Source: an optimization exercise on an open RTL-to-GDS flow (aim: small area). Production flows keep margins and buffers that such runs may drop. In this exercise RTL edits were held to simulation tests only and were not proved equivalent to the original. The flow treats the clock pin as an ideal source, which a real chip does not have. Power and IR drop assume default switching activity.

==> flow/design.v <==
`timescale 1ns/1ps
module ibuf_rdreq_mgmt #(
  parameter int unsigned BW       = 9,
  parameter int unsigned TAG_W    = 5,
  parameter int unsigned MX_OS_RQ = 4
) (
  input  logic             clk,
  input  logic             rst,
  input  logic [2:0]       cfg_max_rd_req_size,
  input  logic [63:0]      lbuf_addr,
  input  logic [31:0]      lbuf_len,
  input  logic             lbuf_en,
  output logic             lbuf_dn,
  input  logic [BW:0]      cons,
  output logic [BW:0]      committed_prod,
  output logic             rd,
  output logic [63:0]      hst_addr,
  output logic [9:0]       rd_qw,
  input  logic             rd_ack,
  input  logic [TAG_W-1:0] rd_tag,
  input  logic [TAG_W-1:0] cpl_tag,
  output logic [BW-1:0]    cpl_base,
  input  logic             cpl_vld,
  input  logic             cpl_last,
  output logic             err
);
  localparam int unsigned NSlot = 4;
  typedef logic [BW:0] ptr_t;
  typedef enum logic [2:0] {
    StIdle,
    StWaitOs,
    StCalc,
    StWaitSpace,
    StReq,
    StUpd,
    StDrain,
    StDone
  } state_e;
  state_e           state_q, state_d;
  logic [63:3]      addr_q;
  logic [31:0]      nleft_q;     
  logic [31:0]      left_q;
  ptr_t             iprod_q;
  logic             err_q;
  logic             last_q;      
  logic             ca_q;        
  logic             cb_q;        
  logic             cl_q;        
  logic [TAG_W-1:0] tag_q   [NSlot];
  ptr_t             start_q [NSlot];
  logic [NSlot-1:0] vld_q;
  logic [NSlot-1:0] done_q;
  logic [1:0]       wr_ptr_q, rd_ptr_q;
  logic             idle, upd, fire, commit;
  logic [8:0]       a, hmask, bsel, bnd_qw, a_nxt;
  logic [9:0]       mx_qw, chunk, lsum;
  logic             hi_ones, blt, last, space_ok;
  logic [8:0]       anz;         
  logic [8:0]       at;          
  logic [63:3]      addr_nxt, addr_d;
  logic [31:0]      nleft_nxt, nleft_d;
  ptr_t             ipc, space;
  logic             ct, lt;      
  logic [NSlot-1:0] match, pend;
  assign a      = addr_q[11:3];
  assign left_q = ~nleft_q;
  always_comb begin
    unique case (cfg_max_rd_req_size)
      3'd0:    begin mx_qw = 10'd16;  hmask = 9'b111110000; end
      3'd1:    begin mx_qw = 10'd32;  hmask = 9'b111100000; end
      3'd2:    begin mx_qw = 10'd64;  hmask = 9'b111000000; end
      3'd3:    begin mx_qw = 10'd128; hmask = 9'b110000000; end
      3'd4:    begin mx_qw = 10'd256; hmask = 9'b100000000; end
      default: begin mx_qw = 10'd512; hmask = 9'b000000000; end
    endcase
  end
  assign hi_ones = &(a | ~hmask);
  assign blt     = hi_ones && ((a & ~hmask) != '0);
  assign bsel = blt ? a : hmask;
  assign lsum = {1'b0, left_q[8:0]} + {1'b0, bsel};
  assign last = ((left_q[31:9] == 23'd0) && (!lsum[9] || (lsum[8:0] == '0))) ||
                ((left_q[31:9] == 23'd1) && !lsum[9] && (lsum[8:0] == '0));
  always_comb begin
    for (int i = 0; i < 9; i++) begin
      anz[i]    = (i == 0) ? 1'b0 : (anz[i-1] || a[i-1]);
      bnd_qw[i] = a[i] ^ anz[i];
    end
  end
  assign chunk = last_q ? left_q[9:0] : (blt ? {1'b0, bnd_qw} : mx_qw);
  assign idle   = (state_q == StIdle);
  assign upd    = (state_q == StUpd);
  assign fire   = (state_q == StReq) && rd_ack;
  assign commit = vld_q[rd_ptr_q] && done_q[rd_ptr_q];
  always_comb begin
    for (int i = 0; i < 9; i++) begin
      at[i]    = (i == 0) ? 1'b1 : (at[i-1] && (a[i-1] || !hmask[i-1]));
      a_nxt[i] = hmask[i] ? (a[i] ^ (upd && at[i])) : (a[i] && !(upd && blt));
    end
    ct = ca_q;
    for (int j = 12; j < 38; j++) begin
      addr_nxt[j] = addr_q[j] ^ ct;
      ct          = ct && addr_q[j];
    end
    ct = cb_q;
    for (int j = 38; j < 64; j++) begin
      addr_nxt[j] = addr_q[j] ^ ct;
      ct          = ct && addr_q[j];
    end
    addr_nxt[11:3] = a_nxt;
  end
  always_comb begin
    lt = cl_q;
    for (int j = 9; j < 32; j++) begin
      nleft_nxt[j] = nleft_q[j] ^ lt;
      lt           = lt && nleft_q[j];
    end
  end
  assign nleft_nxt[8:0]  = upd ? ~lsum[8:0] : nleft_q[8:0];
  assign addr_d = idle ? lbuf_addr[63:3] : addr_nxt;
  assign nleft_d = idle ? ~lbuf_len : nleft_nxt;
  assign ipc      = iprod_q + ptr_t'(chunk);
  assign space    = ipc - cons;
  assign space_ok = (space != '0) && (!space[9] || (space[8:0] == '0));
  always_comb begin
    state_d = state_q;
    unique case (state_q)
      StIdle:      if (lbuf_en) state_d = (lbuf_len == '0) ? StDone : StWaitOs;
      StWaitOs:    if (!vld_q[wr_ptr_q]) state_d = StCalc;
      StCalc:      state_d = StWaitSpace;
      StWaitSpace: if (space_ok) state_d = StReq;
      StReq:       if (rd_ack) state_d = StUpd;
      StUpd:       state_d = last_q ? StDrain : StWaitOs;
      StDrain:     if (vld_q == '0) state_d = StDone;
      default:     state_d = StIdle;
    endcase
  end
  always_ff @(posedge clk or negedge rst) begin
    if (!rst) begin
      state_q <= StIdle;
      iprod_q <= '0;
    end else begin
      state_q <= state_d;
      if (upd) begin
        iprod_q <= ipc;
      end
    end
  end
  always_ff @(posedge clk) begin
    addr_q <= addr_d;
    nleft_q <= nleft_d;
    last_q  <= last;
    ca_q    <= upd && hi_ones;
    cb_q    <= ca_q && (&addr_q[37:12]);
    cl_q    <= upd && !lsum[9];
  end
  for (genvar i = 0; i < NSlot; i++) begin : g_slot
    assign match[i] = vld_q[i] && (tag_q[i] == cpl_tag);
    assign pend[i]  = match[i] && !done_q[i];
    always_ff @(posedge clk) begin
      if (fire && wr_ptr_q == 2'(i)) begin
        tag_q[i]   <= rd_tag;
        start_q[i] <= iprod_q;
        done_q[i]  <= 1'b0;
      end else if (cpl_vld && cpl_last && pend[i]) begin
        done_q[i]  <= 1'b1;
      end
    end
    always_ff @(posedge clk or negedge rst) begin
      if (!rst) begin
        vld_q[i] <= 1'b0;
      end else if (fire && wr_ptr_q == 2'(i)) begin
        vld_q[i] <= 1'b1;
      end else if (commit && rd_ptr_q == 2'(i)) begin
        vld_q[i] <= 1'b0;
      end
    end
  end
  always_ff @(posedge clk or negedge rst) begin
    if (!rst) begin
      wr_ptr_q <= '0;
      rd_ptr_q <= '0;
      err_q    <= 1'b0;
    end else begin
      if (fire) begin
        wr_ptr_q <= wr_ptr_q + 2'd1;
      end
      if (commit) begin
        rd_ptr_q <= rd_ptr_q + 2'd1;
      end
      if (cpl_vld && pend == '0) begin
        err_q <= 1'b1;
      end
    end
  end
  always_comb begin
    cpl_base = '0;
    for (int i = 0; i < NSlot; i++) begin
      if (match[i]) cpl_base = cpl_base | start_q[i][BW-1:0];
    end
  end
  assign lbuf_dn        = (state_q == StDone);
  assign committed_prod = vld_q[rd_ptr_q] ? start_q[rd_ptr_q] : iprod_q;
  assign rd             = (state_q == StReq);
  assign hst_addr       = {addr_q, 3'b000};
  assign rd_qw          = chunk;
  assign err            = err_q;
endmodule
==> flow/flow/run.sh <==
#!/bin/bash
# Layout: the standard flow with these changes.
# - Synthesis is the standard flow's own script (synth_recipe.tcl) with ORFS's synthesis, except that ABC
#   maps the logic for area with flow/area.abc (AIG node-count reduction with &deepsyn, then area-only mapping), and adders are left to ABC instead of being
#   mapped onto half/full-adder cells first (ADDER_MAP_FILE empty). Registers are mapped
#   before ABC runs, so they are the standard synthesis's.
# - Ports are buffered with buf_1 cells.
# - The clock tree uses clkbuf_8 cells and no dummy loads; flow/post_cts.tcl then makes those
#   that can be clkbuf_4 cells within a clock-pin slew of 110 ps.
# Each tool's log is in orfs/logs/; make's output is in make_finish.log.
set -euo pipefail
work=$PWD
{
  head -n 1 synth_recipe.tcl
  cat <<EOT
proc abc {args} {
  set i [lsearch -exact \$args -script]
  if { \$i >= 0 } { set args [lreplace \$args [expr {\$i + 1}] [expr {\$i + 1}] $work/flow/area.abc] }
  yosys abc {*}\$args
}
EOT
  tail -n +2 synth_recipe.tcl
} > area_synth.tcl
bash standard.sh "SYNTH_SCRIPT=$work/area_synth.tcl" "ADDER_MAP_FILE=" \
  "BUFFER_PORTS_ARGS=-buffer_cell sky130_fd_sc_hd__buf_1" \
  "CTS_ARGS=-sink_clustering_enable -repair_clock_nets -dont_use_dummy_load -buf_list sky130_fd_sc_hd__clkbuf_8" \
  "POST_CTS_TCL=$work/flow/post_cts.tcl" \
  finish > make_finish.log 2>&1
==> flow/flow/area.abc <==
strash
&get -n
&deepsyn -T 30
&put
dc2
dch -f
amap -m
==> flow/flow/post_cts.tcl <==
estimate_parasitics -placement
proc my_max_clk_slew {} {
  set mx 0
  foreach pin [get_pins -hierarchical */CLK] {
    set s [get_property $pin slew_max]
    if { $s > $mx } { set mx $s }
  }
  return $mx
}
set my_downsized 0
foreach inst [get_cells clkbuf_*] {
  if { ![string match "*clkbuf_8" [get_full_name [get_lib_cells -of_objects $inst]]] } {
    continue
  }
  replace_cell $inst sky130_fd_sc_hd__clkbuf_4
  estimate_parasitics -placement
  set s [my_max_clk_slew]
  if { $s > 0.110 } {
    replace_cell $inst sky130_fd_sc_hd__clkbuf_8
    estimate_parasitics -placement
  } else {
    incr my_downsized
  }
  puts "post_cts: [get_full_name $inst] as clkbuf_4: max clock pin slew $s"
}
puts "post_cts: $my_downsized clock buffers downsized, max clock pin slew [my_max_clk_slew]"
==> flow/standard.sh <==
#!/bin/bash
# synth_recipe.tcl (not shown) runs the flow's synth.tcl, then flattens the netlist and writes it again
# the make line also repeats each setting of config.mk as NAME=value (left out here)
make -C /OpenROAD-flow-scripts/flow DESIGN_CONFIG=/design/flow/config.mk WORK_HOME=/design/flow/orfs CLKGATE_MAP_FILE= SYNTH_SCRIPT=/design/flow/synth_recipe.tcl "${@:-finish}"
==> flow/config.mk <==
export PLATFORM = sky130hd
export DESIGN_NAME = ibuf_rdreq_mgmt
export DESIGN_NICKNAME = ibuf_rdreq_mgmt
export VERILOG_FILES = /design/flow/design.v
export SDC_FILE = /design/flow/constraint.sdc
export NUM_CORES = 4
export LEC_CHECK = 0
export CAP_MARGIN = 0
export CORE_MARGIN = 2
export CORE_UTILIZATION = 50
export SLEW_MARGIN = 0
==> flow/constraint.sdc <==
create_clock -name core_clock -period 8.0 [get_ports {clk}]
set_input_delay 1.6000 -clock core_clock [delete_from_list [all_inputs] [get_ports {clk}]]
set_output_delay 1.6000 -clock core_clock [all_outputs]
set_load 0.01 [all_outputs]
==> reports/summary.txt <==
area of the core: 0.0166 mm^2
Final Max Tran Viols: 0
f_max: 159 MHz
first-pass GRT wire length: 34700 um
width of the die: 135 um
hold depth: 2
Fin. Hold Viols: 0
io pins: 221
Worst Path Arrival: 6.72 ns
Buf/Inv on CP: 3
pwr dens: 157 mW/mm^2
vias in the first global route: 7016
fillers: 1601
Antenna Nets Post-Route: 0
Main synth FF type: dfxtp_1
Setup crit end kind: register
Simple-Gate Fraction of Synth Area: 0.164
Initial Utilization: 0.513
Leak: 0.00322 uW
Synth Area in Compound Gates: 0.249
insertion delay to the later sink of the worst-skew pair: 0.60 ns
Mean Syn Cell Area: 8.36 um^2
CTS Sinks: 183
EDFF count, synth: 69
CTS clk-pin slew, worst paths: 0.08 ns
ys async rst share: 0.120
sequential share of the synthesized area: 0.523
Critical Path Max Stage Delay: 0.35 ns
top cells by area, synth: edfxtp_1 24%, dfxtp_1 22%, o21ai_0 10%, nand2_1 7.6%, dfrtp_1 6.5%
Crit-path slowest cell: nor4_1
Vias/cell: 5.31
Slew @ Worst Pin: 1.05 ns
initial antenna violation count: 3
Worst Setup Start Kind: primary input
wire per inst: 14.7 um
Placer Congestion: 0.843
kind of critical path: in -> reg
Site Rows: 47
vias: 7844
drt first pass iters: 5
fraction of layout cells with a size suffix above 1: 0.0223
post-layout worst setup margin: 1.73 ns
delay-heaviest family, CP: compound AO/OA/AOI/OAI gates
Max Cap Violations: 0
Hold Crit Endpoint: done_q[1]
Die H: 135 um
area share of the largest cell type after synthesis: 0.243
largest family of logic cells by synthesized area: compound AO/OA/AOI/OAI gates
synthesized-area fraction occupied by adder cells: 0
mux contribution to synthesized area: 0
CTS tree: yes
synth cell count leaders: 174 x o21ai_0, 173 x nand2_1, 135 x clkinv_1
final setup fails: 0
count leader, synth: o21ai_0
Worst Path Max Fanout: 6
Tcrit/Tclk final: 0.784
Seq cells post-synth: 183
Pwr Total: 1550 uW
Gate Count Post-Synth: 1020
Period minus WS final: 6.27 ns
Synth warnings: 4
Initial DRC Count: 463
DP HPWL: 16200 um
Yosys top cell by area: edfxtp_1
final net count: 1382
HP Start: done_q[1]
synthesized area: 0.00853 mm^2
R2R depth: 35
Synth Area in XOR/XNOR: 0.00103
unrepaired setup endpoints after global routing: no
Rel. slew slack: 0.302
outcome: no timing/DRC/antenna violations
gr ovfl total: 0
final WL: 21800 um
Core Util, Final: 0.593
die area: 0.0181 mm^2
Post-route DRC: 0
synthesis-to-finish area growth: 15.7%
Tot GR Track Use: 0.244
R2R Setup Slk: 2.61 ns
distinct cell type count of the synthesized netlist: 40
Hold WC Path Type: reg -> reg
largest net degree at the start of global routing: 119
FF-to-FF End: state_q[2]
VDD IR max: 114 uV
Reg-to-Reg Start: addr_q[11]
Setup WS pre-CTS: 1.22 ns
data required time of the critical path: 8.44 ns
PortBufs: 214
setup TNS: 0 ns
skew final: 0.0380 ns
==> where the power goes <==
group	total (uW)	switching, uW	internal (uW)
sequential	969	3.70	966
combinational	137	84.1	52.9
clock	442	277	165
total	1550	365	1180
==> layout make-up <==
cell class              count  area (um^2)  area share
repair buffers            219          841      0.0852
inverters                 135          507      0.0513
clock buffers              17          209      0.0212
well taps                 220          275      0.0279
multi-input cells         701         3570       0.361
flip-flops and latches    183         4460       0.452
diodes                      3         7.51    0.000761
==> kinds of logic (layout without fill, tap and decap cells) <==
logic type | Yosys count | in the layout
AOI/OAI and AO/OA | 354 | 354
xor gates and xnor gates | 1 | 1
buffers and inverters | 138 | 371
DFF | 183 | 183
other | 1 | 6
and+or+nand+nor | 343 | 343
==> tightest hold or removal path: stages, from the launching register on <==
cell	delay, ns
dfxtp_1	0.32
clkinv_1	0.07
a21oi_1	0.06
==> worst max path at each step <==
stage | start | to | slack [ns] | cells past startpoint
after detailed placement | cfg_max_rd_req_size[0] | state_q[2] | 1.22 | 35
final | cfg_max_rd_req_size[0] | state_q[2] | 1.73 | 35
after global routing | cfg_max_rd_req_size[0] | state_q[2] | 0.99 | 35
after floorplan | cfg_max_rd_req_size[1] | state_q[2] | 1.71 | 34
after global placement | cfg_max_rd_req_size[0] | state_q[2] | 1.31 | 35
==> flip-flops by register name, indices dropped and copies added, names as in the netlist <==
name / cells
start_q: 40
cl_q: 1
done_q: 4
rd_ptr_q: 2
addr_q: 61
cb_q: 1
tag_q: 20
state_q: 3
vld_q: 4
wr_ptr_q: 2
err_q: 1
iprod_q: 10
ca_q: 1
last_q: 1
nleft_q: 32
==> metrics by stage <==
stage	hold slack, ns	area, um^2	cells
floorplan	0.446	8540	1022
global placement	0.453	9650	1458
detailed placement	0.466	9650	1458
global route	0.506	9870	1478
finish	0.488	9870	1478
==> cells in the final DEF, fill, tap and decap left out, types with 6 or more instances in the layout <==
cell type  instances
clkinv_1         135
nand2_1          173
a222oi_1           8
dfxtp_1           92
o21ai_0          174
dfrtp_1           22
o221ai_1           7
o32ai_1           18
a21oi_1           48
a22oi_1            6
edfxtp_1          69
nor4_1            14
nor2b_1            8
buf_1            214
clkbuf_8          13
o21a_1             8
o22ai_1           44
nor2_1           112
a211oi_1          12
nor3_1            11
==> metal layers <==
layer | vias up | track usage | wire length, um
met4 | 0 | 0.0743 | 376
li1 | 4146 | - | -
met2 | 251 | 0.397 | 9930
met1 | 3423 | 0.319 | 9740
met5 | - | 0 | 0
met3 | 24 | 0.0694 | 1700

## port drivers added, routing unchanged
The flow's constraints put no driver on any port. The routed layout listed below was extracted and timed again, unchanged, in two steps.
Step 1, drivers: a clkbuf_16 drives clk and a buf_2 each remaining input, both assumed.
Step 2 times the ports against the registers' clock, not the clock port: input delays grow and output delays shrink by t, the midpoint of the rising clock arrivals with the driver on.
Slacks: no drivers / after step 1 / after step 2; pairs: no drivers / after step 1.
shift t [ns]: 0.623
slack for setup (ns): 1.725 / 1.711 / 1.088
worst slew at a driven data input, ns: 0.08
After both steps setup and hold are still met in this run. The setup slack of this run moves by -0.014 ns with the drivers and by -0.637 ns with both steps.
